This is an optimization exercise on Yosys and OpenROAD, whose aim is small area, a short achievable clock period and few clock cycles, not a production implementation.
At most, simulation tests tie the RTL to the original design; equivalence was not proved.
No functional check of the RTL was part of runs 3 to 5.
No run shown here takes its clock network from TritonCTS; it comes from the design's own scripts or RTL.
The flow treats the clock pin as an ideal source. Dropping or thinning the clock tree relies on that and would not hold on a real chip.
Power figures rest on the tool's default switching activity, not on a simulated workload.

File: design/flow/config.mk
export PLATFORM = sky130hd
export DESIGN_NAME = wildcard_name_matcher
export DESIGN_NICKNAME = wildcard_name_matcher
export VERILOG_FILES = /design/flow/design.v
export SDC_FILE = /design/flow/constraint.sdc
export NUM_CORES = 4
export LEC_CHECK = 0
export CAP_MARGIN = 20
export CORE_MARGIN = 2
export CORE_UTILIZATION = 40
export SETUP_SLACK_MARGIN = 3.1
export SLEW_MARGIN = 20
File: design/flow/constraint.sdc
create_clock -name core_clock -period 5.0 [get_ports {i_clk}]
set_input_delay 1.0000 -clock core_clock [delete_from_list [all_inputs] [get_ports {i_clk}]]
set_output_delay 1.0000 -clock core_clock [all_outputs]
set_load 0.01 [all_outputs]
File: design/flow/design.v
`timescale 1ns / 1ps
package wnm_pkg;
    localparam int MAX_PATTERN = 32;
    localparam int POS_W       = MAX_PATTERN + 1;
    localparam int LEN_W       = $clog2(MAX_PATTERN + 1);
    localparam logic [7:0] ANY_ONE = 8'd63;
    localparam logic [7:0] ANY_RUN = 8'd42;
    localparam logic [7:0] CODE_ANY_ONE = 8'h2B;
    localparam logic CMD_LOAD = 1'b0;
    localparam logic CMD_NAME = 1'b1;
    typedef struct packed {
        logic matched;
        logic pattern_overflow;
    } t_result;
endpackage
`timescale 1ns / 1ps
module wnm_cell (
    input  logic       i_clk,
    input  logic       i_shift,
    input  logic [7:0] i_d,
    input  logic [7:0] i_ch,
    output logic [7:0] o_q,
    output logic       o_hit,
    output logic       o_star
);
    logic [7:0] r_byte;
    logic       wild;
    always_ff @(posedge i_clk) begin
        if (i_shift) begin
            r_byte <= i_d;
        end
    end
    assign wild   = (r_byte[7:1] == wnm_pkg::ANY_RUN[7:1]);
    assign o_q    = r_byte;
    assign o_star = wild && !r_byte[0];
    assign o_hit  = (wild && r_byte[0]) || (r_byte == i_ch);
endmodule
`timescale 1ns / 1ps
module wnm_out_skid (
    input  logic             i_clk,
    input  logic             i_rst_n,
    input  logic             i_push,
    input  logic             i_push_next,
    input  wnm_pkg::t_result i_data,
    output logic             o_ready,
    output logic             o_valid,
    input  logic             i_ready,
    output wnm_pkg::t_result o_data
);
    logic    r_out_valid;
    logic    n_out_valid;
    wnm_pkg::t_result r_out;
    wnm_pkg::t_result n_out;
    logic    r_skid_valid;
    logic    n_skid_valid;
    wnm_pkg::t_result r_skid;
    wnm_pkg::t_result n_skid;
    logic    out_free;
    logic    r_ready;
    assign out_free = !r_out_valid || i_ready;
    always_comb begin
        n_out_valid  = r_out_valid;
        n_out        = r_out;
        n_skid_valid = r_skid_valid;
        n_skid       = r_skid;
        if (out_free) begin
            if (r_skid_valid) begin
                n_out_valid  = 1'b1;
                n_out        = r_skid;
                n_skid_valid = i_push;
                n_skid       = i_data;
            end else begin
                n_out_valid  = i_push;
                n_out        = i_data;
            end
        end else if (i_push) begin
            n_skid_valid = 1'b1;
            n_skid       = i_data;
        end
    end
    always_ff @(posedge i_clk) begin
        if (!i_rst_n) begin
            r_out_valid  <= 1'b0;
            r_skid_valid <= 1'b0;
            r_ready      <= 1'b1;
        end else begin
            r_out_valid  <= n_out_valid;
            r_skid_valid <= n_skid_valid;
            r_ready      <= !n_out_valid || (!n_skid_valid && !i_push_next);
        end
    end
    always_ff @(posedge i_clk) begin
        r_out  <= n_out;
        r_skid <= n_skid;
    end
    assign o_ready = r_ready;
    assign o_valid = r_out_valid;
    assign o_data  = r_out;
endmodule
`timescale 1ns / 1ps
module wildcard_name_matcher (
    input  logic       i_clk,
    input  logic       i_rst_n,
    input  logic       i_valid,
    output logic       o_ready,
    input  logic       i_cmd,
    input  logic [7:0] i_ch,
    input  logic       i_last,
    output logic       o_valid,
    input  logic       i_ready,
    output logic       o_matched,
    output logic       o_pattern_overflow
);
    localparam int N  = wnm_pkg::MAX_PATTERN;
    localparam int LW = wnm_pkg::LEN_W;
    logic [LW-1:0]  r_cnt;            
    logic [LW-1:0]  r_len;            
    logic           r_lstar;          
    logic           r_ovf;
    logic           r_load_restart;
    logic           r_name_restart;
    logic [N:0]     r_act;
    logic           in_fire;
    logic           ch_swap;
    logic [7:0]     ch_code;
    logic           r_shift;
    logic [7:0]     r_in_ch;
    logic           r_nm_v;
    logic           r_nm_first;
    logic           r_nm_last;
    logic           load_fire;
    logic           name_fire;
    logic           ch_star;
    logic [LW-1:0]  ld_cnt;
    logic [LW-1:0]  ld_len;
    logic           ld_lstar;
    logic           ld_ovf;
    logic           ld_room;
    logic           store;
    logic [7:0]     d   [N+1];
    logic [N-1:0]   hit;
    logic [N-1:0]   star;
    logic [N:0]     start;
    logic [N:0]     cur;
    logic [N:0]     closed;
    logic [N:0]     step;
    logic           push;
    wnm_pkg::t_result push_data;
    wnm_pkg::t_result out_data;
    assign in_fire   = i_valid && o_ready;
    assign load_fire = in_fire && (i_cmd == wnm_pkg::CMD_LOAD);
    assign name_fire = in_fire && (i_cmd == wnm_pkg::CMD_NAME);
    assign ch_star   = (i_ch == wnm_pkg::ANY_RUN);
    assign ch_swap   = (i_ch[7:5] == 3'b001) && i_ch[3] && (i_ch[1:0] == 2'b11) && (i_ch[4] == i_ch[2]);
    assign ch_code   = ch_swap ? (i_ch ^ 8'b0001_0100) : i_ch;
    assign ld_cnt   = r_load_restart ? '0 : r_cnt;
    assign ld_len   = r_load_restart ? '0 : r_len;
    assign ld_lstar = !r_load_restart && r_lstar;
    assign ld_ovf   = !r_load_restart && r_ovf;
    assign ld_room  = (ld_cnt < LW'(N));
    assign store    = load_fire && ld_room && !(ch_star && ld_lstar);
    always_ff @(posedge i_clk) begin
        if (!i_rst_n) begin
            r_shift <= 1'b0;
            r_nm_v  <= 1'b0;
        end else begin
            r_shift <= store;
            r_nm_v  <= name_fire;
        end
    end
    always_ff @(posedge i_clk) begin
        r_in_ch     <= ch_code;
        r_nm_last   <= i_last;
        r_nm_first  <= r_name_restart;
    end
    always_ff @(posedge i_clk) begin
        if (!i_rst_n) begin
            r_cnt          <= '0;
            r_len          <= '0;
            r_lstar        <= 1'b0;
            r_ovf          <= 1'b0;
            r_load_restart <= 1'b1;
            r_name_restart <= 1'b1;
        end else if (load_fire) begin
            r_cnt          <= ld_room ? ld_cnt + LW'(1) : ld_cnt;
            r_len          <= store ? ld_len + LW'(1) : ld_len;
            r_lstar        <= store ? ch_star : ld_lstar;
            r_ovf          <= ld_ovf || !ld_room;
            r_load_restart <= i_last;
            r_name_restart <= 1'b1;
        end else if (name_fire) begin
            r_name_restart <= i_last;
        end
    end
    assign d[0] = r_in_ch;
    for (genvar i = 0; i < N; i++) begin : g_cell
        wnm_cell u_cell (
            .i_clk   (i_clk),
            .i_shift (r_shift),
            .i_d     (d[i]),
            .i_ch    (r_in_ch),
            .o_q     (d[i+1]),
            .o_hit   (hit[i]),
            .o_star  (star[i])
        );
    end
    for (genvar q = 0; q <= N; q++) begin : g_pos
        assign start[q] = (r_len == LW'(q));
    end
    assign cur = r_nm_first ? start : r_act;
    for (genvar q = 0; q <= N; q++) begin : g_close
        if (q < N) begin : g_lo
            assign closed[q] = cur[q] || (cur[q+1] && star[q]);
        end else begin : g_hi
            assign closed[q] = cur[q];
        end
    end
    for (genvar q = 0; q <= N; q++) begin : g_step
        logic stay;
        logic move;
        if (q > 0) begin : g_stay
            assign stay = closed[q] && (star[q-1] || !r_nm_v);
        end else begin : g_nostay
            assign stay = closed[q] && !r_nm_v;
        end
        if (q < N) begin : g_move
            assign move = closed[q+1] && hit[q] && r_nm_v;
        end else begin : g_nomove
            assign move = 1'b0;
        end
        assign step[q] = stay || move;
    end
    always_ff @(posedge i_clk) begin
        r_act <= step;
    end
    assign push                       = r_nm_v && r_nm_last;
    assign push_data.matched          = step[0] || (step[1] && star[0]);
    assign push_data.pattern_overflow = r_ovf;
    wnm_out_skid u_out (
        .i_clk       (i_clk),
        .i_rst_n     (i_rst_n),
        .i_push      (push),
        .i_push_next (name_fire && i_last),
        .i_data      (push_data),
        .o_ready     (o_ready),
        .o_valid     (o_valid),
        .i_ready     (i_ready),
        .o_data      (out_data)
    );
    assign o_matched          = out_data.matched;
    assign o_pattern_overflow = out_data.pattern_overflow;
endmodule
File: design/flow/flow/run.sh
#!/bin/bash
# The standard layout (standard.sh), except that
# - the ports are buffered with sky130_fd_sc_hd__buf_4, not the cell
#   buffer_ports picks by default;
# - the clock tree is built by flow/clock_tree.tcl in place of
#   clock_tree_synthesis: four root buffers on the clock port, each driving the
#   leaf buffers of the flip-flop groups near it.
set -euo pipefail
bash standard.sh synth > synth.log 2>&1
bash standard.sh 'BUFFER_PORTS_ARGS=-buffer_cell sky130_fd_sc_hd__buf_4' "PRE_CTS_TCL=$PWD/flow/clock_tree.tcl" finish > layout.log 2>&1
File: design/flow/flow/clock_tree.tcl
# Two-level clock tree built by hand in place of clock_tree_synthesis. The
# flip-flops are split into groups of about GROUP sinks by location (vertical
# strips, cut along y); each group gets a clkbuf_16 leaf at its centroid. The
# leaves are split the same way among ROOTS clkbuf_16 roots, each at the
# centroid of its leaves and driven by the clock port.
set group 25
set roots 4
set block [ord::get_db_block]
set db [ord::get_db]
set clknet [$block findNet i_clk]
set master [$db findMaster sky130_fd_sc_hd__clkbuf_16]

# split items {obj x y} into about n groups of nearby items
proc mcts_split {items n} {
  set cnt [llength $items]
  set nstrips [expr {max(1, int(round(sqrt($n))))}]
  set items [lsort -integer -index 1 $items]
  set per_strip [expr {int(ceil(double($cnt)/$nstrips))}]
  set groups {}
  for {set s 0} {$s < $nstrips} {incr s} {
    set strip [lrange $items [expr {$s*$per_strip}] [expr {($s+1)*$per_strip-1}]]
    set m [llength $strip]
    if {$m == 0} continue
    set strip [lsort -integer -index 2 $strip]
    set ng [expr {max(1, int(round(double($m) * $n / $cnt)))}]
    set per [expr {int(ceil(double($m)/$ng))}]
    for {set g 0} {$g < $ng} {incr g} {
      set mem [lrange $strip [expr {$g*$per}] [expr {($g+1)*$per-1}]]
      if {[llength $mem]} { lappend groups $mem }
    }
  }
  return $groups
}

proc mcts_centroid {mem} {
  set sx 0; set sy 0
  foreach e $mem { incr sx [lindex $e 1]; incr sy [lindex $e 2] }
  return [list [expr {$sx / [llength $mem]}] [expr {$sy / [llength $mem]}]]
}

proc mcts_buffer {block master name x y in_net out_net} {
  set buf [odb::dbInst_create $block $master $name]
  $buf setLocation $x $y
  $buf setPlacementStatus PLACED
  [$buf findITerm A] connect $in_net
  [$buf findITerm X] connect $out_net
  return $buf
}

set sinks {}
foreach it [$clknet getITerms] {
  set inst [$it getInst]
  set bb [$inst getBBox]
  lappend sinks [list $it [expr {([$bb xMin]+[$bb xMax])/2}] [expr {([$bb yMin]+[$bb yMax])/2}]]
}
set n [llength $sinks]
set leaf_groups [mcts_split $sinks [expr {int(ceil(double($n)/$group))}]]

# leaves: each group's clock pins move to a new net driven by its leaf
set leaves {}
set gi 0
foreach mem $leaf_groups {
  set net [odb::dbNet_create $block "mcts_leaf_net_$gi"]
  $net setSigType CLOCK
  foreach e $mem {
    set it [lindex $e 0]
    $it disconnect
    $it connect $net
  }
  lassign [mcts_centroid $mem] cx cy
  lappend leaves [list $gi $cx $cy $net]
  incr gi
}

# roots: each drives the leaves nearest to it and hangs on the clock net
set ri 0
foreach mem [mcts_split $leaves $roots] {
  set rnet [odb::dbNet_create $block "mcts_root_net_$ri"]
  $rnet setSigType CLOCK
  foreach e $mem {
    lassign $e li lx ly lnet
    mcts_buffer $block $master "mcts_leaf_$li" $lx $ly $rnet $lnet
  }
  lassign [mcts_centroid $mem] rx ry
  mcts_buffer $block $master "mcts_root_$ri" $rx $ry $clknet $rnet
  puts "mcts root $ri at $rx $ry drives [llength $mem] leaves"
  incr ri
}
puts "mcts: $n sinks, $gi leaves, $ri roots"
detailed_placement

# the tree is built: clock_tree_synthesis only marks the clock propagated
rename clock_tree_synthesis mcts_unused_clock_tree_synthesis
proc clock_tree_synthesis {args} {
  set_propagated_clock [all_clocks]
}
File: design/flow/standard.sh
#!/bin/bash
# synth_recipe.tcl (not shown) runs the flow's synth.tcl, then flattens the netlist and writes it again
# the make line also repeats each setting of config.mk as NAME=value (left out here)
make -C /OpenROAD-flow-scripts/flow DESIGN_CONFIG=/design/flow/config.mk WORK_HOME=/design/flow/orfs CLKGATE_MAP_FILE= SYNTH_SCRIPT=/design/flow/synth_recipe.tcl "${@:-finish}"
==> results of run 1 <==
kinds of logic (layout without fill, tap and decap cells):
family | Yosys count | count (layout)
muxes | 5 | 5
buffers and inverters | 65 | 95
xor gates and xnor gates | 259 | 259
AOI/OAI and AO/OA | 190 | 190
and+or+nand+nor | 272 | 272
adders and majority gates | 2 | 2
DFF | 324 | 324
worst max path at each step:
stage | slack, ns | from | cells past startpoint | end
2_1_floorplan | 2.57 | r_shift$_SDFF_PN0_ | 0 | g_cell[0].u_cell.r_byte[0]$_DFFE_PP_
3_3_place_gp | 2.65 | i_ch[6] | 6 | r_len[1]$_SDFFE_PN0P_
3_5_place_dp | 2.62 | i_ch[6] | 6 | r_len[1]$_SDFFE_PN0P_
4_1_cts | 3.00 | r_len[1]$_SDFFE_PN0P_ | 5 | u_out.r_out[1]$_DFFE_PN_
5_1_grt | 2.94 | r_in_ch[1]$_DFF_P_ | 6 | u_out.r_out[1]$_DFFE_PN_
6_report | 3.02 | i_ch[7] | 6 | r_len[5]$_SDFFE_PN0P_
power breakdown:
part / internal [W] / switching, W / leakage (nW)
Clock: 0.000581 / 0.000756 / 0.197
Combinational: 0.000160 / 0.000184 / 1.75
Sequential: 0.00296 / 0.0000787 / 2.92
worst register-to-register path, stage by stage, from the launching register on:
cell and delay [ns]:
dfxtp_2 0.33, clkbuf_8 0.41, xnor2_1 0.19, nand4_1 0.11, o21ai_0 0.29, a32oi_2 0.19, o311ai_2 0.25
sequential cells by signal, indices dropped and copies added (netlist names), 2 cells and up:
| signal | count |
|---|---|
| r_len | 6 |
| r_act | 33 |
| u_out.r_out | 2 |
| r_in_ch | 8 |
| r_cnt | 6 |
| u_out.r_skid | 2 |
| g_cell.u_cell.r_byte | 256 |
Yosys cell counts, types with 9 or more instances:
master	n
edfxtp_1	260
xnor2_1	235
dfxtp_1	64
nand4_1	61
o21ai_0	57
nand2_1	48
a32o_1	26
o31ai_1	26
nand3_1	25
a22oi_1	24
buf_2	24
nor3b_1	24
nor4bb_1	24
xor2_1	24
clkbuf_1	22
nor2_1	19
a21oi_1	14
inv_1	13
nand2b_1	10
nor2b_1	10
a32oi_1	9
repair_timing:
| action | in CTS | in global routing |
|---|---|---|
| setup buffers | 18 | 18 |
| pin swaps | 5 | 7 |
| cloned | 1 | 0 |
| endpoints found under the setup margin | 242 | 36 |
| hold buffers | 0 | 0 |
| resized for setup | 38 | 32 |
metal layers:
metal	up-vias	share of wire	GRT usage
met5	-	0	0
met4	0	0.015	0.0219
met3	35	0.040	0.0110
met2	204	0.45	0.265
met1	4540	0.49	0.258
li1	4280	-	-
per-stage QoR:
step                      total power [W]  hold WS, ns
after floorplan                   0.00333        0.331
after global placement            0.00341        0.409
after detailed placement          0.00342        0.398
after CTS                         0.00474        0.402
after global routing              0.00487        0.414
final                             0.00472        0.407
cells in the final DEF, fill, tap and decap left out, drive strengths merged, types with 3 or more instances in the layout:
cell | Yosys | layout
a21oi | 14 | 14
a22oi | 24 | 24
a31oi | 3 | 3
a32o | 26 | 26
a32oi | 9 | 9
and2 | 4 | 4
buf | 29 | 63
clkbuf | 22 | 17
clkinvlp | 0 | 3
dfxtp | 64 | 64
edfxtp | 260 | 260
inv | 13 | 12
mux2i | 4 | 4
nand2 | 48 | 48
nand2b | 10 | 10
nand3 | 25 | 25
nand3b | 5 | 5
nand4 | 61 | 61
nand4bb | 7 | 7
nor2 | 20 | 20
nor2b | 11 | 11
nor3 | 5 | 5
nor3b | 26 | 26
nor4 | 8 | 8
nor4b | 5 | 5
nor4bb | 24 | 24
o2111ai | 4 | 4
o211ai | 3 | 3
o21ai | 58 | 58
o22ai | 3 | 3
o31ai | 26 | 26
xnor2 | 235 | 235
xor2 | 24 | 24
final cells by class:
type	count	area (sq um)	share of cell area
Tap cell	468	586	0.0357
Multi-Input combinational cell	728	5670	0.345
Inverter	14	60.1	0.00366
Timing Repair Buffer	64	562	0.0342
Buffer	16	400	0.0244
Sequential cell	324	9140	0.556
Timing Repair inverter	1	7.51	0.000457
==> metrics.md, run 1 <==
| Metric | Value |
|---|---|
| Status | complete, no violations |
| Post-Synth XOR/XNOR Area | 0.153 |
| I/O pins | 18 |
| Area share of the largest cell type after synthesis | 0.527 |
| Final Core Density | 0.450 |
| Vias in the first global route | between 9000 and 10000 |
| Startpoint Class | primary input |
| Post-synth cell types | 69 |
| Antenna cells | 0 |
| Placed cell areas | 15500 sq um |
| Hold WC Path Type | flop to flop |
| Fin crit share | 0.397 |
| Synth area leader | edfxtp_1 |
| Post-route cell area | about 16000 sq um |
| Synth Area per Inst | about 13 sq um |
| Hold Path End | r_nm_first$_DFF_P_ |
| Number of nets with antenna violations after routing | 0 |
| Final min period | about 2.0 ns |
| WHS Path Cells | 0 |
| Crit-path max FO | 4 |
| Mux cell area share after synthesis | 0.00346 |
| Placement Setup Slack | around 2.6 ns |
| Main flop type after synthesis | edfxtp_1 |
| Pwr/cell area | 288 nW/um^2 |
| Worst path buffer plus inverter count | 1 |
| Ys async rst share | 0 |
| Chip width | approximately 200 um |
| Mapped Area | roughly 15000 sq um |
| Vias | around 9100 |
| Final #Nets | 1165 |
| Layout cells sized above 1 | 0.131 |
| Post-synthesis adder-cell area fraction | 0.00169 |
| Clk_skew | ~0.012 ns |
| CP Data Arrival Time | roughly 2.2 ns |
| Post-synth net total | about 1100 |
| Max Cap Viol | 0 |
| Post-synthesis register bit count | approximately 320 |
| Filler cells | around 3200 |
| Row cnt | 70 |
| Placed Cells | approximately 1600 |
| Setup TNS | 0 ns |
| Final Worst Setup Slack | slightly above 3 ns |
| FF-to-FF End | u_out.r_out[1]$_DFFE_PN_ |
| GRT overflow | 0 |
| Worst skew pair latency | around 0.32 ns |
| Synth area leaders | edfxtp_1, xnor2_1, dfxtp_1 |
| Initial Utilization | 0.406 |
| Worst-margin pin slew | roughly 0.64 ns |
| Core area | approximately 37000 sq um |
| DPL Wire Length | approximately 21000 um |
| CP peak stage delay | 0.33 ns |
| Initial antenna violation count | 0 |
| CP max-delay cell | and4bb_2 |
| Hold Startpoint | r_name_restart$_SDFFE_PP1P_ |
| Crit path kind | primary input to flop |
| Achievable frequency | approximately 0.5 GHz |
| GRT Total Usage | 0.167 |
| Complex-gate fraction of the synthesized area | 0.0915 |
| Pin count of the biggest net entering global routing | 119 |
| Die ar. | just under 40000 sq um |
| Clock slew seen by the registers of the worst setup and hold paths | about 0.1 ns |
| Final hold violations | 0 |
| EDFF count, synth | 260 |
| 1st-iter DRT viols | ~760 |
| Crit end category | flop |
| Worst VDD drop | approximately 0.00020 V |
| Leak | a little under 5 nW |
| FF-to-FF setup slack | roughly 3.1 ns |
| Worst r2r path cells | 6 |
| Wire per inst | just over 20 um |
| Slew HR | 0.572 |
| Residual DRC | 0 |
| Die H | between 150 and 200 um |
| Buffers on Ports | 17 |
| Top cell family by delay on the critical path | compound AO/OA/AOI/OAI gates |
| First-pass GRT wire length | 52000 um |
| Max Slew Vio Count | 0 |
| Ys Warns | 5 |
| Simple-gate portion of the synthesized area | 0.116 |
| Req. time, crit path | 5.20 ns |
| Endpoints failing setup | 0 |
| Sequential area share after synthesis | 0.613 |
| Critical Path, Cell by Cell | buf_6 -> and4bb_2 -> a41oi_4 -> o2111ai_2 -> mux2i_1 -> a21oi_1 |
| Reg-to-reg startpoint | r_in_ch[1]$_DFF_P_ |
| Post-Syn Instances | roughly 1100 |
| Final wirelength | ~33000 um |
| Area Growth Syn to Fin | 10.8% |
| Pre-antenna DRT Iters | 5 |
| Largest family of logic cells by synthesized area | XOR/XNOR gates |
| Non-filler instance count after layout | approximately 1600 |
| Vias per cell | about 5.6 |
| GP Congestion | 0.791 |
| RSZ-0062 raised after global routing | yes |
Testbench counts, summed over its fixed seeds: cycles 32,708.
==> run 2: changes to the inputs <==
--- a/design/flow/config.mk
+++ b/design/flow/config.mk
@@ -9,4 +9,4 @@
 export CORE_MARGIN = 2
 export CORE_UTILIZATION = 40
-export SETUP_SLACK_MARGIN = 3.1
+export SETUP_SLACK_MARGIN = 3.0
 export SLEW_MARGIN = 20
==> run 2 against run 1 <==
Compared with the run above:
- fmax shrank 0.28%
- utilization shrank 0.44 points
- clock skew grew 0.0076 ns
- die area unchanged
- sequential share of layout area grew 0.48 points
- critical endpoint is now o_matched
- wire length decreased by 1.5%
- design area fell by 0.97%
- first-iteration DRC count up 7.2%
- sequential power about the same
==> metrics.md, run 2 <==
| Metric | Value |
|---|---|
| Status | complete, no violations |
| Max reg flops | roughly 260 |
| CP peak stage delay | 0.50 ns |
| CP max-delay cell | edfxtp_1 |
| Leak | about 4.8 nW |
| GRT Total Usage | 0.164 |
| GP Congestion | between 0.7 and 0.8 |
| Pwr/cell area | roughly 290 nW/um^2 |
| Reg-to-reg startpoint | r_nm_first$_DFF_P_ |
| Core area | around 37000 sq um |
| Most common cell in the netlist | edfxtp_1 |
| CP Data Arrival Time | between 0.9 and 1 ns |
| Pin count of the biggest net entering global routing | 96 |
| Max Slew Vio Count | 0 |
| Vias in the first global route | 8905 |
| 1st-iter DRT viols | 819 |
| Post-synthesis register bit count | between 300 and 400 |
| Ys async rst share | 0 |
| Die ar. | around 39000 sq um |
| Worst skew pair latency | between 0.3 and 0.4 ns |
| Hold Startpoint | r_name_restart$_SDFFE_PP1P_ |
| I/O pins | 18 |
| Endpoints failing setup | 0 |
| Initial antenna violation count | 0 |
| Critical Path, Cell by Cell | buf_6 |
| Worst setup path start | u_out.r_out[1]$_DFFE_PN_ |
| Area Growth Syn to Fin | 9.76% |
| Final min period | approximately 2 ns |
| Final hold violations | 0 |
| Buffers on Ports | 17 |
| Crit path kind | flop to output port |
| Worst path buffer plus inverter count | 1 |
| Antenna cells | 0 |
| Vias per cell | approximately 5.6 |
| First-pass GRT wire length | 50700 um |
| Pre-antenna DRT Iters | 4 |
| Chip width | approximately 200 um |
| Sequential area share after synthesis | 0.613 |
| Startpoint Class | flop |
| Vias | 8965 |
| Max Cap Viol | 0 |
| DPL Wire Length | approximately 20000 um |
| Largest registers | g_cell.u_cell.r_byte (256), r_act (33), r_in_ch (8) |
| Worst VDD drop | approximately 0.00022 V |
| Total power | between 0.004 and 0.005 W |
| Commonest non-fill, non-tap cell in the layout | edfxtp_1 |
| Fin crit share | 0.398 |
| EDFF count, synth | 260 |
| Commonest cells post-synth | edfxtp_1, xnor2_1, dfxtp_1 |
| Slew HR | 0.495 |
| Die H | just under 200 um |
| Post-synth cell types | 69 |
| Row cnt | 70 |
| Achievable frequency | 0.503 GHz |
| Post-Syn Instances | around 1100 |
| Clk_skew | just under 0.02 ns |
| Post-synth net total | approximately 1100 |
| Top cell family by delay on the critical path | flip-flops |
| Worst-margin pin slew | 0.756 ns |
| # hold bufs at CTS | 0 |
| Setup TNS | 0 ns |
| Layout cells sized above 1 | 0.111 |
| Most frequent cells in the layout | edfxtp_1, xnor2_1, nand4_1 |
| Crit end category | output port |
| Synth Area per Inst | 13.3 sq um |
| Initial Utilization | 0.406 |
| Final Worst Setup Slack | 3.01 ns |
| Area share of the largest cell type after synthesis | 0.527 |
| Synth area leaders | edfxtp_1, xnor2_1, dfxtp_1 |
| Placement Setup Slack | 2.59 ns |
| Ys Warns | 5 |
| Number of nets with antenna violations after routing | 0 |
| Clock slew seen by the registers of the worst setup and hold paths | ~0.11 ns |
| Synth area leader | edfxtp_1 |
| Register with the most flip-flops | g_cell.u_cell.r_byte |
| Final #Nets | around 1200 |
| Final wirelength | between 30000 and 40000 um |
| RSZ-0062 raised after global routing | yes |
| Req. time, crit path | ~4.0 ns |
| Residual DRC | 0 |
| Mapped Area | roughly 15000 sq um |
| Crit-path max FO | 1 |
| GRT overflow | 0 |
| Hold WC Path Type | flop to flop |
| Wire per inst | 20.0 um |
| Main flop type after synthesis | edfxtp_1 |
[run 2: cell types whose count changed in the layout (fill, tap and decap cells not counted), moves of 2 or more]
| cell | delta |
|---|---|
| nor2_2 | -2 |
| dfxtp_1 | +2 |
| nor4b_2 | -4 |
| buf_12 | -2 |
| o21ai_0 | +3 |
| nor4b_1 | +4 |
| o31ai_1 | +6 |
| dfxtp_4 | -3 |
| o31ai_2 | -6 |
| o21ai_1 | -2 |
| nor2_1 | +2 |
[run 2: path summary, 6_finish.rpt]
path | end | slack (ns) | cells past startpoint
hold reg to reg | r_nm_first$_DFF_P_ | 0.38 | 0
setup reg to reg | u_out.r_out[1]$_DFFE_PN_ | 3.04 | 6
hold / removal | r_nm_first$_DFF_P_ | 0.38 | 0
setup / recovery | o_matched | 3.01 | 1
[run 2: through the flow]
step | instances | util | area [sq um] | hold WS [ns]
finish | 1611 | 0.445 | 16300 | 0.377
global route | 1611 | 0.445 | 16300 | 0.391
CTS | 1583 | 0.436 | 15900 | 0.381
detailed placement | 1562 | 0.423 | 15400 | 0.382
global placement | 1562 | 0.423 | 15400 | 0.383
floorplan | 1117 | - | 14900 | 0.331
[run 2: cells by family (layout without fill, tap and decap cells)]
| group | after synthesis | after routing | share of synthesized area |
|---|---|---|---|
| compound gates | 190 | 190 | 0.0915 |
| xor+xnor | 259 | 259 | 0.153 |
| fa+ha+maj | 2 | 2 | 0.00169 |
| buf+inv | 65 | 91 | 0.0208 |
| flops | 324 | 324 | 0.613 |
| mux | 5 | 5 | 0.00346 |
| simple gates | 272 | 272 | 0.116 |
[run 2: power by group]
part	internal (W)	leakage (nW)	switching, W
registers	0.00296	2.92	0.0000769
logic	0.000158	1.70	0.000183
clock network	0.000581	0.197	0.000761
[run 2: cell type report]
cell class / instances / area [sq um]
fillers: 3247 / 20300
multi-input cells: 728 / 5590
well taps: 468 / 586
flip-flops and latches: 324 / 9130
plain buffers: 16 / 400
inverters: 14 / 56.3
repair buffers: 60 / 504
repair inverters: 1 / 7.51
[run 2: what timing repair did]
item,4_1_cts,5_1_grt
cloned,1,0
endpoints found under the hold margin,0,0
pin swaps,0,8
setup buffers,4,28
endpoints found under the setup margin,36,51
gates resized for setup,19,27
[run 2: metal layers]
metal,up-vias,wire length (um),track usage
met5,-,0,0
met4,0,678,0.0325
met3,41,1320,0.0157
met2,191,14100,0.250
met1,4454,16100,0.256
li1,4279,-,-
==> run 3: changes to the inputs <==
--- a/design/flow/design.v
+++ b/design/flow/design.v
@@ -51,4 +51,5 @@
     logic    n_out_valid;
     wnm_pkg::t_result r_out;
+    wnm_pkg::t_result r_out_n;
     wnm_pkg::t_result n_out;
     logic    r_skid_valid;
@@ -61,5 +62,5 @@
     always_comb begin
         n_out_valid  = r_out_valid;
-        n_out        = r_out;
+        n_out        = ~r_out_n;
         n_skid_valid = r_skid_valid;
         n_skid       = r_skid;
@@ -91,6 +92,7 @@
     end
     always_ff @(posedge i_clk) begin
-        r_out  <= n_out;
-        r_skid <= n_skid;
+        r_out   <= n_out;
+        r_out_n <= ~n_out;
+        r_skid  <= n_skid;
     end
     assign o_ready = r_ready;
--- a/design/flow/config.mk
+++ b/design/flow/config.mk
@@ -9,4 +9,4 @@
 export CORE_MARGIN = 2
 export CORE_UTILIZATION = 40
-export SETUP_SLACK_MARGIN = 3.0
+export SETUP_SLACK_MARGIN = 3.15
 export SLEW_MARGIN = 20
==> run 3 against run 2 <==
Compared with the run above:
- utilization rose by 1.0 points
- first-iteration DRC count rose by 2.2%
- register-to-register slack got worse by 0.28 ns
- critical path depth rose by 5
- sequential cell count rose by 2
- sequential share of layout area fell by 0.98 points
- combinational power rose by 1%
- critical path type is now flop to flop
- largest power group unchanged
- highest routed layer unchanged
==> metrics.md, run 3 <==
| Metric | Value |
|---|---|
| Pwr/cell area | around 300 nW/um^2 |
| Post-synth cell types | 55 |
| Vias in the first global route | a little over 9000 |
| Register with the most flip-flops | g_cell.u_cell.r_byte |
| Vias | approximately 9200 |
| Commonest non-fill, non-tap cell in the layout | edfxtp_1 |
| Worst-margin pin slew | 0.993 ns |
| Hold WC Path Type | flop to flop |
| Post-synthesis register bit count | 326 |
| Achievable frequency | 0.446 GHz |
| I/O pins | 18 |
| Antenna cells | 0 |
| Clk_skew | 0.0312 ns |
| Ys async rst share | 0 |
| Final min period | around 2.2 ns |
| Flop pwr share | 0.625 |
| Worst skew pair latency | 0.33 ns |
| Worst VDD drop | 0.000160 V |
| Wire per inst | approximately 20 um |
| Final #Nets | 1195 |
| Main flop type after synthesis | edfxtp_1 |
| Mapped Area | around 15000 sq um |
| Area share of the largest cell type after synthesis | 0.525 |
| Final wirelength | about 33000 um |
| Non-filler instance count after layout | ~1600 |
| Max Slew Vio Count | 0 |
| Synth area leaders | edfxtp_1, xnor2_1, dfxtp_1 |
| Setup TNS | 0 ns |
| 1st-iter DRT viols | around 840 |
| Status | complete, no violations |
| Placed Cells | approximately 1600 |
| Req. time, crit path | 5.07 ns |
| Slew HR | 0.338 |
| Post-synth net total | between 1000 and 1500 |
| Comb power frac | 0.071 |
| Startpoint Class | flop |
| DPL Wire Length | about 21000 um |
| Crit path kind | flop to flop |
| Fin crit share | 0.448 |
| RSZ-0062 raised after global routing | yes |
| Post-Syn Instances | about 1100 |
| GRT Total Usage | 0.167 |
| Synth area leader | edfxtp_1 |
| Clock slew seen by the registers of the worst setup and hold paths | 0.09 ns |
| Crit end category | flop |
| Most frequent cells in the layout | edfxtp_1, xnor2_1, nand4_1 |
| Row cnt | 70 |
| Endpoints failing setup | 0 |
| Switching pwr | ~0.0011 W |
| Pint | roughly 0.0038 W |
| Pin count of the biggest net entering global routing | between 150 and 200 |
| Clk pwr share | 0.304 |
| First-pass GRT wire length | ~52000 um |
| Pre-antenna DRT Iters | 5 |
| Synth Area per Inst | roughly 13 sq um |
| Layout cells sized above 1 | 0.142 |
| Number of nets with antenna violations after routing | 0 |
| Max Cap Viol | 0 |
| Initial antenna violation count | 0 |
| Crit-path max FO | 3 |
| CP Data Arrival Time | 2.31 ns |
| Initial Utilization | 0.406 |
| Largest registers | g_cell.u_cell.r_byte (256), r_act (33), r_in_ch (8) |
| GRT overflow | 0 |
| Sequential area share after synthesis | 0.616 |
| GP Congestion | 0.783 |
| Buffers on Ports | 17 |
| Residual DRC | 0 |
| Leak | approximately 5.0 nW |
| Area Growth Syn to Fin | 12.4% |
| EDFF count, synth | 259 |
| Die H | ~200 um |
| # hold bufs at CTS | 0 |
| Max reg flops | 256 |
| Core area | approximately 37000 sq um |
| Vias per cell | between 5 and 6 |
| Die ar. | approximately 39000 sq um |
| Chip width | 196 um |
| Most common cell in the netlist | edfxtp_1 |
| Switching share of power | 0.218 |
| Final hold violations | 0 |
| Ys Warns | 5 |
| Commonest cells post-synth | edfxtp_1, xnor2_1, dfxtp_1 |
## run 3: cell types whose count changed after synthesis, moves of 5 or more
cell,previous run,this run
or3_1,0,5
nand3_1,25,15
inv_1,13,33
clkbuf_1,22,31
buf_1,0,22
o22ai_1,3,24
xor2_1,24,16
a21boi_0,0,8
a21oi_1,14,9
o21ai_0,57,48
buf_2,24,0
xnor2_1,235,240
## run 3: power groups by stage
stage          logic, W  clock network (W)  registers (W)
4_1_cts        0.000314            0.00151        0.00308
5_1_grt        0.000377            0.00161        0.00307
3_3_place_gp   0.000292                  0        0.00314
2_1_floorplan  0.000234                  0        0.00311
6_report       0.000346            0.00149        0.00306
3_5_place_dp   0.000297                  0        0.00314
## run 3: kinds of logic (layout without fill, tap and decap cells)
kind of cell	after synthesis	count (layout)	synth area share
DFF	326	326	0.616
and+or+nand+nor	268	268	0.113
xor gates and xnor gates	256	256	0.151
AOI/OAI and AO/OA	196	196	0.0940
buffers and inverters	86	125	0.0218
muxes	4	4	0.00270
adders and majority gates	2	2	0.00169
## run 3: final timing paths
kind	from	endpoint	slack [ns]	cells after the start
setup / recovery	g_cell[2].u_cell.r_byte[6]$_DFFE_PP_	flop	2.76	6
hold / removal	r_name_restart$_SDFFE_PP1P_	r_nm_first$_DFF_P_	0.40	0
setup reg to reg	g_cell[2].u_cell.r_byte[6]$_DFFE_PP_	flop	2.76	6
hold reg to reg	r_name_restart$_SDFFE_PP1P_	r_nm_first$_DFF_P_	0.40	0
## run 3: final cells by class
class	instances	area, sq um
fill	3177	19900
buffer	19	475
timing repair inverter	1	7.51
tap	468	586
timing repair buffer	72	626
sequential	326	9180
multi-input combinational	726	5650
inverter	33	128
## run 3: critical path, stage by stage (launching register included)
cell,delay [ns]
edfxtp_1,0.41
nor4bb_2,0.32
nand2_1,0.15
or3_4,0.39
a221o_1,0.40
o211ai_2,0.24
o21ai_1,0.08
## run 3: what timing repair did
action,4_1_cts,5_1_grt
setup endpoints to repair,47,43
pin swaps,11,13
resized for setup,51,39
cloned,1,0
setup buffers,17,28
## run 3: layer usage
metal / share of wire / wire length [um] / track usage
met4: 0.023 / 769 / 0.0382
met3: 0.044 / 1430 / 0.0188
met5: 0 / 0 / 0
met1: 0.46 / 15000 / 0.234
met2: 0.48 / 15600 / 0.280
## run 3: through the flow
| step | utilization | cell area, sq um | hold WS (ns) | setup slack, ns | total power (W) |
|---|---|---|---|---|---|
| 2_1_floorplan | - | 14900 | 0.331 | 2.57 | 0.00334 |
| 3_3_place_gp | 0.424 | 15500 | 0.414 | 2.42 | 0.00344 |
| 3_5_place_dp | 0.424 | 15500 | 0.403 | 2.39 | 0.00344 |
| 4_1_cts | 0.445 | 16300 | 0.402 | 2.81 | 0.00490 |
| 5_1_grt | 0.456 | 16600 | 0.402 | 2.67 | 0.00506 |
| 6_report | 0.456 | 16600 | 0.400 | 2.76 | 0.00490 |
==> run 4: changes to the inputs <==
--- a/design/flow/design.v
+++ b/design/flow/design.v
@@ -48,16 +48,22 @@
     output wnm_pkg::t_result o_data
 );
-    logic    r_out_valid;
-    logic    n_out_valid;
+    logic             r_res_valid;
+    logic             n_res_valid;
+    wnm_pkg::t_result r_res;
+    logic             r_out_valid;
+    logic             n_out_valid;
     wnm_pkg::t_result r_out;
     wnm_pkg::t_result r_out_n;
     wnm_pkg::t_result n_out;
-    logic    r_skid_valid;
-    logic    n_skid_valid;
+    logic             r_skid_valid;
+    logic             n_skid_valid;
     wnm_pkg::t_result r_skid;
     wnm_pkg::t_result n_skid;
-    logic    out_free;
-    logic    r_ready;
+    logic             out_free;
+    logic             res_move;
+    logic             r_ready;
+    logic [1:0]       n_count;
     assign out_free = !r_out_valid || i_ready;
+    assign res_move = r_res_valid && (out_free || !r_skid_valid);
     always_comb begin
         n_out_valid  = r_out_valid;
@@ -69,24 +75,29 @@
                 n_out_valid  = 1'b1;
                 n_out        = r_skid;
-                n_skid_valid = i_push;
-                n_skid       = i_data;
+                n_skid_valid = r_res_valid;
+                n_skid       = r_res;
             end else begin
-                n_out_valid  = i_push;
-                n_out        = i_data;
+                n_out_valid  = r_res_valid;
+                n_out        = r_res;
             end
-        end else if (i_push) begin
+        end else if (r_res_valid && !r_skid_valid) begin
             n_skid_valid = 1'b1;
-            n_skid       = i_data;
-        end
-    end
+            n_skid       = r_res;
+        end
+    end
+    assign n_res_valid = i_push || (r_res_valid && !res_move);
+    assign n_count     = 2'(n_res_valid) + 2'(n_skid_valid) + 2'(n_out_valid);
     always_ff @(posedge i_clk) begin
         if (!i_rst_n) begin
+            r_res_valid  <= 1'b0;
             r_out_valid  <= 1'b0;
             r_skid_valid <= 1'b0;
             r_ready      <= 1'b1;
         end else begin
+            r_res_valid  <= n_res_valid;
             r_out_valid  <= n_out_valid;
             r_skid_valid <= n_skid_valid;
-            r_ready      <= !n_out_valid || (!n_skid_valid && !i_push_next);
+            r_ready      <= (n_count == 2'd0) || (n_count == 2'd1)
+                            || ((n_count == 2'd2) && !i_push_next);
         end
     end
@@ -95,4 +106,7 @@
         r_out_n <= ~n_out;
         r_skid  <= n_skid;
+        if (i_push) begin
+            r_res <= i_data;
+        end
     end
     assign o_ready = r_ready;
@@ -127,4 +141,5 @@
     logic [7:0]     ch_code;
     logic           r_shift;
+    logic           r_shift_new;      
     logic [7:0]     r_in_ch;
     logic           r_nm_v;
@@ -135,5 +150,4 @@
     logic           ch_star;
     logic [LW-1:0]  ld_cnt;
-    logic [LW-1:0]  ld_len;
     logic           ld_lstar;
     logic           ld_ovf;
@@ -157,5 +171,4 @@
     assign ch_code   = ch_swap ? (i_ch ^ 8'b0001_0100) : i_ch;
     assign ld_cnt   = r_load_restart ? '0 : r_cnt;
-    assign ld_len   = r_load_restart ? '0 : r_len;
     assign ld_lstar = !r_load_restart && r_lstar;
     assign ld_ovf   = !r_load_restart && r_ovf;
@@ -165,7 +178,11 @@
         if (!i_rst_n) begin
             r_shift <= 1'b0;
+            r_len   <= '0;
             r_nm_v  <= 1'b0;
         end else begin
             r_shift <= store;
+            if (r_shift) begin
+                r_len <= r_shift_new ? LW'(1) : r_len + LW'(1);
+            end
             r_nm_v  <= name_fire;
         end
@@ -173,4 +190,5 @@
     always_ff @(posedge i_clk) begin
         r_in_ch     <= ch_code;
+        r_shift_new <= r_load_restart;
         r_nm_last   <= i_last;
         r_nm_first  <= r_name_restart;
@@ -179,5 +197,4 @@
         if (!i_rst_n) begin
             r_cnt          <= '0;
-            r_len          <= '0;
             r_lstar        <= 1'b0;
             r_ovf          <= 1'b0;
@@ -186,5 +203,4 @@
         end else if (load_fire) begin
             r_cnt          <= ld_room ? ld_cnt + LW'(1) : ld_cnt;
-            r_len          <= store ? ld_len + LW'(1) : ld_len;
             r_lstar        <= store ? ch_star : ld_lstar;
             r_ovf          <= ld_ovf || !ld_room;
--- a/design/flow/config.mk
+++ b/design/flow/config.mk
@@ -9,4 +9,4 @@
 export CORE_MARGIN = 2
 export CORE_UTILIZATION = 40
-export SETUP_SLACK_MARGIN = 3.15
+export SETUP_SLACK_MARGIN = 3.1
 export SLEW_MARGIN = 20
==> run 4 against run 3 <==
Compared with the run above:
- die area rose by 1.6%
- combinational power fell by 5.8%
- largest cell class unchanged
- clock power barely moved
- total power barely moved
- final cell count rose by 2.6%
- register-to-register slack improved by 0.41 ns
- clock skew rose by 0.0082 ns
- worst hold slack got worse by 0.015 ns
- sequential share of layout area rose by 0.064 points
- utilization fell by 0.81 points
==> metrics.md, run 4 <==
| Metric | Value |
|---|---|
| Status | complete, no violations |
| # hold bufs at CTS | 0 |
| GRT Total Usage | 0.156 |
| Buffers on Ports | 17 |
| Commonest cells post-synth | edfxtp_1, xnor2_1, dfxtp_1 |
| Reg-to-reg startpoint | g_cell[4].u_cell.r_byte[6]$_DFFE_PP_ |
| EDFF count, synth | 260 |
| Final min period | 2.01 ns |
| Placed Cells | around 1600 |
| Post-synth cell types | 61 |
| Hold Startpoint | r_name_restart$_SDFFE_PP1P_ |
| Req. time, crit path | around 5.2 ns |
| GP Congestion | 0.777 |
| Number of nets with antenna violations after routing | 0 |
| Crit path kind | primary input to flop |
| Footprint of the multi-input gates | around 5700 sq um |
| Hold WC Path Type | flop to flop |
| Final hold violations | 0 |
| I/O pins | 18 |
| Worst setup path start | i_ready |
| Layout cells sized above 1 | 0.129 |
| Fin crit share | 0.402 |
| Filler cells | around 3400 |
| Max Slew Vio Count | 0 |
| Post-Syn Instances | roughly 1100 |
| Ys async rst share | 0 |
| Mapped Area | 15000 sq um |
| Synth area leaders | edfxtp_1, xnor2_1, dfxtp_1 |
| RSZ-0062 raised after global routing | yes |
| Initial antenna violation count | 0 |
| Final #Nets | between 1000 and 1500 |
| Post-synthesis register bit count | 330 |
| Die ar. | 39200 sq um |
| Vias | about 9000 |
| Startpoint Class | primary input |
| FF-to-FF setup slack | roughly 3.2 ns |
| Antenna cells | 0 |
| Vias in the first global route | between 8000 and 9000 |
| Endpoints failing setup | 0 |
| Pwr/cell area | roughly 290 nW/um^2 |
| Largest registers | g_cell.u_cell.r_byte (256), r_act (33), r_in_ch (8) |
| Worst-margin pin slew | between 0.6 and 0.7 ns |
| Total power | a little under 0.005 W |
| Vias per cell | roughly 5.3 |
| Crit-path max FO | 6 |
| CP Data Arrival Time | roughly 2.2 ns |
| Commonest non-fill, non-tap cell in the layout | edfxtp_1 |
| First-pass GRT wire length | 49500 um |
| Ys Warns | 5 |
| Residual DRC | 0 |
| Final wirelength | 30800 um |
| Synth Area per Inst | 13.1 sq um |
| Sequential area share after synthesis | 0.612 |
| Max reg flops | about 260 |
| Post-synth net total | between 1000 and 1500 |
| Register area | approximately 9000 sq um |
| GRT overflow | 0 |
| Register with the most flip-flops | g_cell.u_cell.r_byte |
| Non-filler instance count after layout | 1688 |
| Pin count of the biggest net entering global routing | roughly 120 |
| Hold Path End | r_nm_first$_DFF_P_ |
| Clock slew seen by the registers of the worst setup and hold paths | ~0.09 ns |
| Worst VDD drop | around 0.00021 V |
| Slew HR | 0.553 |
| Final Worst Setup Slack | around 3 ns |
| Post-route cell area | between 15000 and 20000 sq um |
| Placement Setup Slack | between 2 and 2.5 ns |
| Area share of the largest cell type after synthesis | 0.519 |
| DPL Wire Length | about 20000 um |
| Area Growth Syn to Fin | 11.2% |
| Synth area leader | edfxtp_1 |
| 1st-iter DRT viols | ~630 |
| Worst r2r path cells | 4 |
| Max Cap Viol | 0 |
| WHS Path Cells | 0 |
| Initial Utilization | 0.402 |
| Placed cell areas | ~16000 sq um |
| Leak | between 5 and 6 nW |
| Most frequent cells in the layout | edfxtp_1, xnor2_1, nand4_1 |
| Achievable frequency | between 0.4 and 0.5 GHz |
| Pre-antenna DRT Iters | 5 |
| Crit end category | flop |
| Die H | ~200 um |
| Main flop type after synthesis | edfxtp_1 |
| Most common cell in the netlist | edfxtp_1 |
| Clk_skew | between 0.03 and 0.04 ns |
| Setup TNS | 0 ns |
| Core area | approximately 37000 sq um |
| Row cnt | 71 |
| Chip width | 198 um |
| Wire per inst | 18.2 um |
| FF-to-FF End | r_act[4]$_DFF_P_ |
| Worst skew pair latency | around 0.34 ns |
[run 4: stage by stage]
step | hold slack (ns) | utilization
floorplan | 0.329 | -
global placement | 0.373 | 0.420
detailed placement | 0.375 | 0.420
CTS | 0.386 | 0.438
global route | 0.400 | 0.448
finish | 0.386 | 0.448
[run 4: layout make-up]
| cell class | count | area share |
|---|---|---|
| tap | 511 | 0.0382 |
| sequential | 330 | 0.552 |
| timing repair buffer | 62 | 0.0313 |
| buffer | 19 | 0.0284 |
| timing repair inverter | 1 | 0.000448 |
| multi-input combinational | 733 | 0.342 |
| inverter | 32 | 0.00740 |
[run 4: what timing repair did]
| action | CTS | global route |
|---|---|---|
| setup buffers | 10 | 23 |
| cloned | 1 | 0 |
| gates resized for setup | 21 | 38 |
| setup endpoints to repair | 226 | 35 |
[run 4: cell families (layout without fill, tap and decap cells)]
logic type | count (synthesis) | in the layout | share of synthesized area
flops | 330 | 330 | 0.612
simple gates | 282 | 282 | 0.119
xor+xnor | 257 | 257 | 0.150
compound gates | 183 | 183 | 0.0866
buf+inv | 84 | 114 | 0.0235
fa+ha+maj | 6 | 6 | 0.00549
mux | 5 | 5 | 0.00333
[run 4: how the worst max path moves through the flow]
stage / cells after the start / slack, ns / endpoint
2_1_floorplan: 3 / 2.22 / r_len[5]$_SDFFE_PN0P_
3_3_place_gp: 5 / 2.43 / u_out.r_ready$_SDFF_PN1_
3_5_place_dp: 5 / 2.42 / u_out.r_ready$_SDFF_PN1_
4_1_cts: 6 / 2.99 / u_out.r_ready$_SDFF_PN1_
5_1_grt: 6 / 2.96 / u_out.r_ready$_SDFF_PN1_
6_report: 6 / 2.99 / u_out.r_ready$_SDFF_PN1_
[run 4: metal layers]
metal | track usage | wire length, um
met2 | 0.256 | 14300
met1 | 0.235 | 15100
met4 | 0.0209 | 436
met3 | 0.00954 | 971
met5 | 0 | 0
[run 4: worst max-delay path, stage by stage]
cell and delay, ns:
buf_6 0.10, nor2b_4 0.19, o21a_1 0.15, a21oi_2 0.04
fa_1 0.44, a211o_1 0.26
[run 4: report_power, final]
group          total [W]  switching, W  internal (W)
combinational   0.000326      0.000176      0.000150
sequential       0.00308     0.0000728       0.00301
clock            0.00149      0.000802      0.000685
total            0.00490       0.00105       0.00385
==> run 5: changes to the inputs <==
--- a/design/flow/config.mk
+++ b/design/flow/config.mk
@@ -9,4 +9,4 @@
 export CORE_MARGIN = 2
 export CORE_UTILIZATION = 40
-export SETUP_SLACK_MARGIN = 3.1
+export SETUP_SLACK_MARGIN = 3.2
 export SLEW_MARGIN = 20
==> run 5 against run 4 <==
Compared with the run above:
- largest power group unchanged
- largest cell class unchanged
- global-route usage grew 0.17 points
- synthesized area unchanged
- utilization up 1.1 points
- final cell count grew 1.2%
- worst hold slack got worse by 0.0012 ns
==> metrics.md, run 5 <==
| Metric | Value |
|---|---|
| Setup TNS | 0 ns |
| FF-to-FF setup slack | 3.22 ns |
| RSZ-0062 raised after global routing | yes |
| Final hold violations | 0 |
| DPL Wire Length | roughly 20000 um |
| CP max-delay cell | fa_1 |
| Synth Area per Inst | roughly 13 sq um |
| Filler cells | 3348 |
| Die ar. | approximately 39000 sq um |
| Core area | ~37000 sq um |
| Hold Slack | a little under 0.4 ns |
| Initial Utilization | 0.402 |
| 1st-iter DRT viols | between 600 and 700 |
| I/O pins | 18 |
| Clk_skew | between 0.03 and 0.04 ns |
| Final min period | between 2 and 2.5 ns |
| Die H | 198 um |
| Worst skew pair latency | about 0.33 ns |
| GRT Total Usage | 0.158 |
| Initial antenna violation count | 0 |
| Endpoints failing setup | 0 |
| Post-synth cell types | slightly above 60 |
| Pwr/cell area | ~290 nW/um^2 |
| Crit-path max FO | 6 |
| Post-Syn Instances | 1147 |
| Commonest non-fill, non-tap cell in the layout | edfxtp_1 |
| # hold bufs at CTS | 0 |
| Critical Path, Cell by Cell | buf_4 -> nor2b_4 -> o21a_1 -> a21oi_2 -> fa_1 -> a211o_1 |
| Row cnt | slightly above 70 |
| Crit path kind | primary input to flop |
| First-pass GRT wire length | between 40000 and 50000 um |
| Max Slew Vio Count | 0 |
| Synth area leader | edfxtp_1 |
| Slew HR | 0.614 |
| Startpoint Class | primary input |
| Antenna cells | 0 |
| Number of nets with antenna violations after routing | 0 |
| CP peak stage delay | approximately 0.44 ns |
| Vias | roughly 9100 |
| Achievable frequency | approximately 0.50 GHz |
| Residual DRC | 0 |
| Hold WC Path Type | flop to flop |
| Final #Nets | around 1200 |
| Pre-antenna DRT Iters | 5 |
| Max Cap Viol | 0 |
| Pin count of the biggest net entering global routing | ~110 |
| Vias in the first global route | around 9000 |
| Sequential area share after synthesis | 0.612 |
| Largest registers | g_cell.u_cell.r_byte (256), r_act (33), r_in_ch (8) |
| Worst path buffer plus inverter count | 1 |
| Register with the most flip-flops | g_cell.u_cell.r_byte |
| Vias per cell | between 5 and 6 |
| Ys async rst share | 0 |
| Area share of the largest cell type after synthesis | 0.519 |
| Commonest cells post-synth | edfxtp_1, xnor2_1, dfxtp_1 |
| Buffers on Ports | 17 |
| Worst VDD drop | ~0.00020 V |
| Req. time, crit path | approximately 5.2 ns |
| Worst-margin pin slew | between 0.5 and 0.6 ns |
| GP Congestion | 0.799 |
| Crit end category | flop |
| Clock slew seen by the registers of the worst setup and hold paths | 0.08 ns |
| EDFF count, synth | 260 |
| Fin crit share | 0.400 |
| Main flop type after synthesis | edfxtp_1 |
| Status | complete, no violations |
| Final wirelength | between 30000 and 40000 um |
| Most common cell in the netlist | edfxtp_1 |
| Most frequent cells in the layout | edfxtp_1, xnor2_1, buf_4 |
| Wire per inst | ~19 um |
| Post-synth net total | ~1200 |
| Mapped Area | 15000 sq um |
| Layout cells sized above 1 | 0.162 |
| CP Data Arrival Time | 2.19 ns |
| GRT overflow | 0 |
| Ys Warns | 5 |
| Max reg flops | about 260 |
| Area Growth Syn to Fin | 13.9% |
| Post-synthesis register bit count | 330 |
| Chip width | 198 um |
| Leak | roughly 5.3 nW |
| Top cell family by delay on the critical path | compound AO/OA/AOI/OAI gates |
| Synth area leaders | edfxtp_1, xnor2_1, dfxtp_1 |
[run 5: cell counts after synthesis]
No cell type changed its count.
[run 5: worst paths after layout]
| check | end | start | cells after the start |
|---|---|---|---|
| min reg2reg | r_nm_first$_DFF_P_ | r_name_restart$_SDFFE_PP1P_ | 0 |
| min | r_nm_first$_DFF_P_ | r_name_restart$_SDFFE_PP1P_ | 0 |
| max | u_out.r_ready$_SDFF_PN1_ | i_ready | 6 |
| max reg2reg | u_out.r_res[1]$_DFFE_PP_ | r_len[0]$_SDFFE_PN0P_ | 7 |
[run 5: per-stage QoR]
step / total power, W / worst slack (ns) / cell area (sq um) / instances / util
finish: 0.00492 / 3.00 / 17100 / 1709 / 0.458
global route: 0.00509 / 2.93 / 17100 / 1709 / 0.458
CTS: 0.00495 / 2.89 / 16700 / 1695 / 0.448
detailed placement: 0.00345 / 2.45 / 15700 / 1633 / 0.421
global placement: 0.00345 / 2.44 / 15700 / 1633 / 0.421
floorplan: 0.00337 / 2.22 / 15100 / 1147 / -
[run 5: final cells by class]
| cell class | count | area [sq um] | share of cell area |
|---|---|---|---|
| Buffer | 19 | 475 | 0.0277 |
| Sequential cell | 330 | 9250 | 0.540 |
| Timing Repair inverter | 1 | 7.51 | 0.000438 |
| Multi-Input combinational cell | 733 | 5880 | 0.343 |
| Timing Repair Buffer | 83 | 759 | 0.0443 |
| Tap cell | 511 | 639 | 0.0373 |
| Inverter | 32 | 130 | 0.00759 |
[run 5: where the power goes]
part,switching (W),internal (W)
registers,0.0000677,0.00301
logic,0.000190,0.000163
clock network,0.000806,0.000685
[run 5: what timing repair did]
action | 4_1_cts | 5_1_grt
gates resized for setup | 41 | 64
buffers inserted | 42 | 14
pin swaps | 0 | 4
gates cloned | 1 | 0
setup endpoints to repair | 228 | 37
[run 5: kinds of logic (layout without fill, tap and decap cells)]
group / after synthesis / after routing / synth area share
flops: 330 / 330 / 0.612
simple gates: 282 / 282 / 0.119
xor+xnor: 257 / 257 / 0.150
compound gates: 183 / 183 / 0.0866
buf+inv: 84 / 135 / 0.0235
fa+ha+maj: 6 / 6 / 0.00549
mux: 5 / 5 / 0.00333
[run 5: worst reg2reg max path, cell delays in order, from the launching register on]
cell and delay (ns):
dfxtp_4 0.40, inv_4 0.05, ha_4 0.15, nor3b_4 0.16
a22o_1 0.23, a21o_1 0.20, a22oi_2 0.19, nand3_1 0.12
[run 5: metal layers]
layer  wire (um)  up-vias  share of wire  track usage
met5           0        -              0            0
met4         762        0          0.024       0.0292
met3         922       39          0.029      0.00835
met2       15000      146           0.47        0.261
met1       15100     4534           0.47        0.233
li1            -     4363              -            -
==> run 6: changes to the inputs <==
--- a/design/flow/design.v
+++ b/design/flow/design.v
@@ -63,5 +63,6 @@
     logic             res_move;
     logic             r_ready;
-    logic [1:0]       n_count;
+    logic             n_two;
+    logic             n_three;
     assign out_free = !r_out_valid || i_ready;
     assign res_move = r_res_valid && (out_free || !r_skid_valid);
@@ -87,5 +88,7 @@
     end
     assign n_res_valid = i_push || (r_res_valid && !res_move);
-    assign n_count     = 2'(n_res_valid) + 2'(n_skid_valid) + 2'(n_out_valid);
+    assign n_two   = (n_res_valid && n_skid_valid) || (n_res_valid && n_out_valid)
+                     || (n_skid_valid && n_out_valid);
+    assign n_three = n_res_valid && n_skid_valid && n_out_valid;
     always_ff @(posedge i_clk) begin
         if (!i_rst_n) begin
@@ -98,6 +101,5 @@
             r_out_valid  <= n_out_valid;
             r_skid_valid <= n_skid_valid;
-            r_ready      <= (n_count == 2'd0) || (n_count == 2'd1)
-                            || ((n_count == 2'd2) && !i_push_next);
+            r_ready      <= !n_two || (!n_three && !i_push_next);
         end
     end
--- a/design/flow/config.mk
+++ b/design/flow/config.mk
@@ -9,4 +9,4 @@
 export CORE_MARGIN = 2
 export CORE_UTILIZATION = 40
-export SETUP_SLACK_MARGIN = 3.2
+export SETUP_SLACK_MARGIN = 3.0
 export SLEW_MARGIN = 20
==> run 6 against run 5 <==
Compared with the run above:
- total power decreased by 0.59%
- global-route usage decreased by 0.17 points
- still clean on timing, DRC and antenna
- sequential share of layout area increased by 2.2 points
- utilization decreased by 2.0 points
- largest power group unchanged
- critical path depth increased by 1
- setup slack improved by 0.042 ns
- combinational power decreased by 14%
- worst hold slack improved by 0.017 ns
- sequential power about the same
- critical endpoint is now r_act[30]$_DFF_P_
- clock skew increased by 0.0013 ns
==> metrics.md, run 6 <==
| Metric | Value |
|---|---|
| Status | complete, no violations |
| Non-filler instance count after layout | ~1700 |
| Clk_skew | ~0.038 ns |
| WL met3 | between 1000 and 1500 um |
| Antenna cells | 0 |
| WL met2 | about 15000 um |
| Worst r2r path cells | 7 |
| Clock slew seen by the registers of the worst setup and hold paths | 0.09 ns |
| GP Congestion | 0.856 |
| Comb power frac | 0.062 |
| Largest family of logic cells by synthesized area | XOR/XNOR gates |
| Post-Syn Instances | approximately 1200 |
| Crit-path max FO | 5 |
| Vias | a little under 9000 |
| Core area | around 38000 sq um |
| Area Growth Syn to Fin | 8.29% |
| Synth Area per Inst | 12.9 sq um |
| Post-synth cell types | 63 |
| Startpoint Class | flop |
| RSZ-0062 raised after global routing | yes |
| Register with the most flip-flops | g_cell.u_cell.r_byte |
| Max Cap Viol | 0 |
| Clk pwr share | 0.304 |
| Most common cell in the netlist | edfxtp_1 |
| Residual DRC | 0 |
| Most frequent cells in the layout | edfxtp_1, xnor2_1, nand4_1 |
| Pin count of the biggest net entering global routing | 140 |
| FF-to-FF End | r_act[30]$_DFF_P_ |
| Commonest non-fill, non-tap cell in the layout | edfxtp_1 |
| Critical Path, Cell by Cell | inv_1 -> ha_2 -> or3b_4 -> nor3b_2 -> mux2i_1 -> o21ai_1 -> a32o_1 |
| Top cell family by delay on the critical path | simple AND/OR/NAND/NOR gates |
| Post-Synth XOR/XNOR Area | 0.148 |
| Final #Nets | 1200 |
| Setup TNS | 0 ns |
| Synth area leaders | edfxtp_1, xnor2_1, dfxtp_1 |
| Largest registers | g_cell.u_cell.r_byte (256), r_act (33), r_in_ch (8) |
| Filler cells | between 3000 and 4000 |
| GRT overflow | 0 |
| Number of nets with antenna violations after routing | 0 |
| Fin crit share | 0.392 |
| Main flop type after synthesis | edfxtp_1 |
| GRT Total Usage | 0.156 |
| First-pass GRT wire length | 49600 um |
| Slew HR | 0.446 |
| Vias in the first global route | 8936 |
| Stages on worst setup path | 7 |
| Post-synthesis register bit count | 330 |
| Top layer reached by signal wires | met4 |
| Ys Warns | 5 |
| # hold bufs at CTS | 0 |
| Area share of the largest cell type after synthesis | 0.514 |
| Switching share of power | 0.215 |
| Endpoints failing setup | 0 |
| Wire per inst | between 15 and 20 um |
| Worst path buffer plus inverter count | 1 |
| Worst-margin pin slew | roughly 0.83 ns |
| Max Slew Vio Count | 0 |
| Die H | about 200 um |
| Post-synthesis adder-cell area fraction | 0.00412 |
| Leak | just under 5 nW |
| Crit path to | r_act[30]$_DFF_P_ |
| Final hold violations | 0 |
| CP Data Arrival Time | 2.23 ns |
| EDFF count, synth | 260 |
| Ys async rst share | 0 |
| Buffers on Ports | 17 |
| Vias per cell | between 5 and 6 |
| Initial Utilization | 0.404 |
| Max reg flops | 256 |
| CP max-delay cell | or3b_4 |
| Switching pwr | ~0.0011 W |
| Flop pwr share | 0.634 |
| Final min period | just under 2 ns |
| Reg-to-reg startpoint | r_len[0]$_SDFFE_PN0P_ |
| Simple-gate portion of the synthesized area | 0.130 |
| Final Worst Setup Slack | ~3.0 ns |
| Crit end category | flop |
| Sequential area share after synthesis | 0.606 |
| Mux cell area share after synthesis | 0.00469 |
| Chip width | between 150 and 200 um |
| Die ar. | roughly 40000 sq um |
| DPL Wire Length | slightly above 20000 um |
| 1st-iter DRT viols | approximately 700 |
| Total power | approximately 0.005 W |
| Worst setup path start | r_len[0]$_SDFFE_PN0P_ |
| Mapped Area | ~15000 sq um |
| Commonest cells post-synth | edfxtp_1, xnor2_1, dfxtp_1 |
| Worst VDD drop | approximately 0.00024 V |
| CP peak stage delay | ~0.44 ns |
| Worst skew pair latency | between 0.3 and 0.4 ns |
| Hold WC Path Type | flop to flop |
| Complex-gate fraction of the synthesized area | 0.0795 |
| M1 wire length | roughly 15000 um |
| Final wirelength | about 31000 um |
| Post-synth net total | between 1000 and 1500 |
| Achievable frequency | a little over 0.5 GHz |
| FF-to-FF setup slack | about 3 ns |
| Crit path kind | flop to flop |
| Pre-antenna DRT Iters | 4 |
| Row cnt | slightly above 70 |
| Placed Cells | 1667 |
| Layout cells sized above 1 | 0.0696 |
| Initial antenna violation count | 0 |
| I/O pins | 18 |
| Synth area leader | edfxtp_1 |
| Placement Setup Slack | 2.69 ns |
| Req. time, crit path | about 5.3 ns |
| Pint | 0.00384 W |
| Pwr/cell area | slightly below 300 nW/um^2 |
run 6: cell types whose count changed in the layout (fill, tap and decap cells not counted), moves of 18 or more:
| cell | change |
|---|---|
| buf_4 | -43 |
| xnor2_1 | -23 |
| xor2_1 | +23 |
| nor4b_1 | +20 |
| o2bb2ai_1 | -20 |
| nor2b_1 | +18 |
run 6: power by group through the flow:
| stage | combinational (W) | sequential [W] | clock, W |
|---|---|---|---|
| final | 0.000303 | 0.00310 | 0.00149 |
| after global routing | 0.000331 | 0.00311 | 0.00160 |
| after CTS | 0.000293 | 0.00310 | 0.00153 |
| after detailed placement | 0.000290 | 0.00317 | 0 |
| after global placement | 0.000286 | 0.00317 | 0 |
| after floorplan | 0.000232 | 0.00314 | 0 |
run 6: worst min-delay path by stage:
stage | startpoint | end | slack [ns] | cells past startpoint
detailed placement | r_name_restart$_SDFFE_PP1P_ | r_nm_first$_DFF_P_ | 0.41 | 0
global route | r_name_restart$_SDFFE_PP1P_ | r_nm_first$_DFF_P_ | 0.41 | 0
CTS | r_name_restart$_SDFFE_PP1P_ | r_nm_first$_DFF_P_ | 0.41 | 0
floorplan | r_name_restart$_SDFFE_PP1P_ | r_nm_first$_DFF_P_ | 0.33 | 0
global placement | r_name_restart$_SDFFE_PP1P_ | r_nm_first$_DFF_P_ | 0.42 | 0
finish | r_name_restart$_SDFFE_PP1P_ | r_nm_first$_DFF_P_ | 0.40 | 0
run 6: cell type report:
type	instances	area (sq um)	area share
Timing Repair Buffer	33	318	0.0193
Multi-Input combinational cell	753	5620	0.341
Tap cell	511	639	0.0389
Buffer	19	475	0.0289
Sequential cell	330	9240	0.561
Inverter	44	165	0.0100
run 6: per-stage QoR:
step / util / hold slack (ns) / area [sq um]
3_5_place_dp: 0.421 / 0.410 / 15800
6_report: 0.438 / 0.401 / 16500
5_1_grt: 0.438 / 0.409 / 16500
4_1_cts: 0.435 / 0.414 / 16300
3_3_place_gp: 0.421 / 0.416 / 15800
2_1_floorplan: - / 0.331 / 15200
run 6: cells by family after synthesis:
family / after synthesis
compound gates: 178
xor+xnor: 257
fa+ha+maj: 5
buf+inv: 96
flops: 330
mux: 7
simple gates: 306
run 6: what timing repair did:
item,4_1_cts,5_1_grt
gates resized for setup,12,12
endpoints found under the hold margin,0,0
cloned,0,0
buffers inserted,0,4
endpoints found under the setup margin,31,27
run 6: layer usage:
layer,track usage,vias up
met5,0,-
met4,0.0235,0
met3,0.0164,30
met2,0.260,126
met1,0.226,4411
li1,-,4334
Testbench counts of run 6, summed over its fixed seeds: cycles 32,693.

-- re-timing with driven ports --
Ports are ideal in the flow. The routed layouts listed here were re-timed in OpenROAD.
Step 1, drivers: a clkbuf_16 drives i_clk and a buf_2 each remaining input, both assumed.
Step 2 times the ports against the registers' clock, not the clock port: input delays grow and output delays shrink by t, the midpoint of the rising clock arrivals with the driver on.
a / b / c = ideal ports / drivers / drivers and shift; a / b = the first two.
run	shift t [ns]	setup WS [ns]	hold slack, ns
run 1	0.413	3.016 / 3.019 / 2.673	0.407 / 0.407 / 0.407
run 2	0.417	3.011 / 2.907 / 2.703	0.377 / 0.377 / 0.377
run 3	0.423	2.759 / 2.759 / 2.488	0.400 / 0.400 / 0.400
run 4	0.414	2.991 / 3.008 / 2.644	0.386 / 0.386 / 0.386
run 5	0.416	2.999 / 3.081 / 2.665	0.385 / 0.385 / 0.385
run 6	0.420	3.042 / 3.042 / 2.884	0.401 / 0.401 / 0.401
After both steps every run listed still meets setup and hold. For run 4, which loses most, drivers alone change the setup slack by +0.017 ns; drivers and shift together by -0.347 ns.
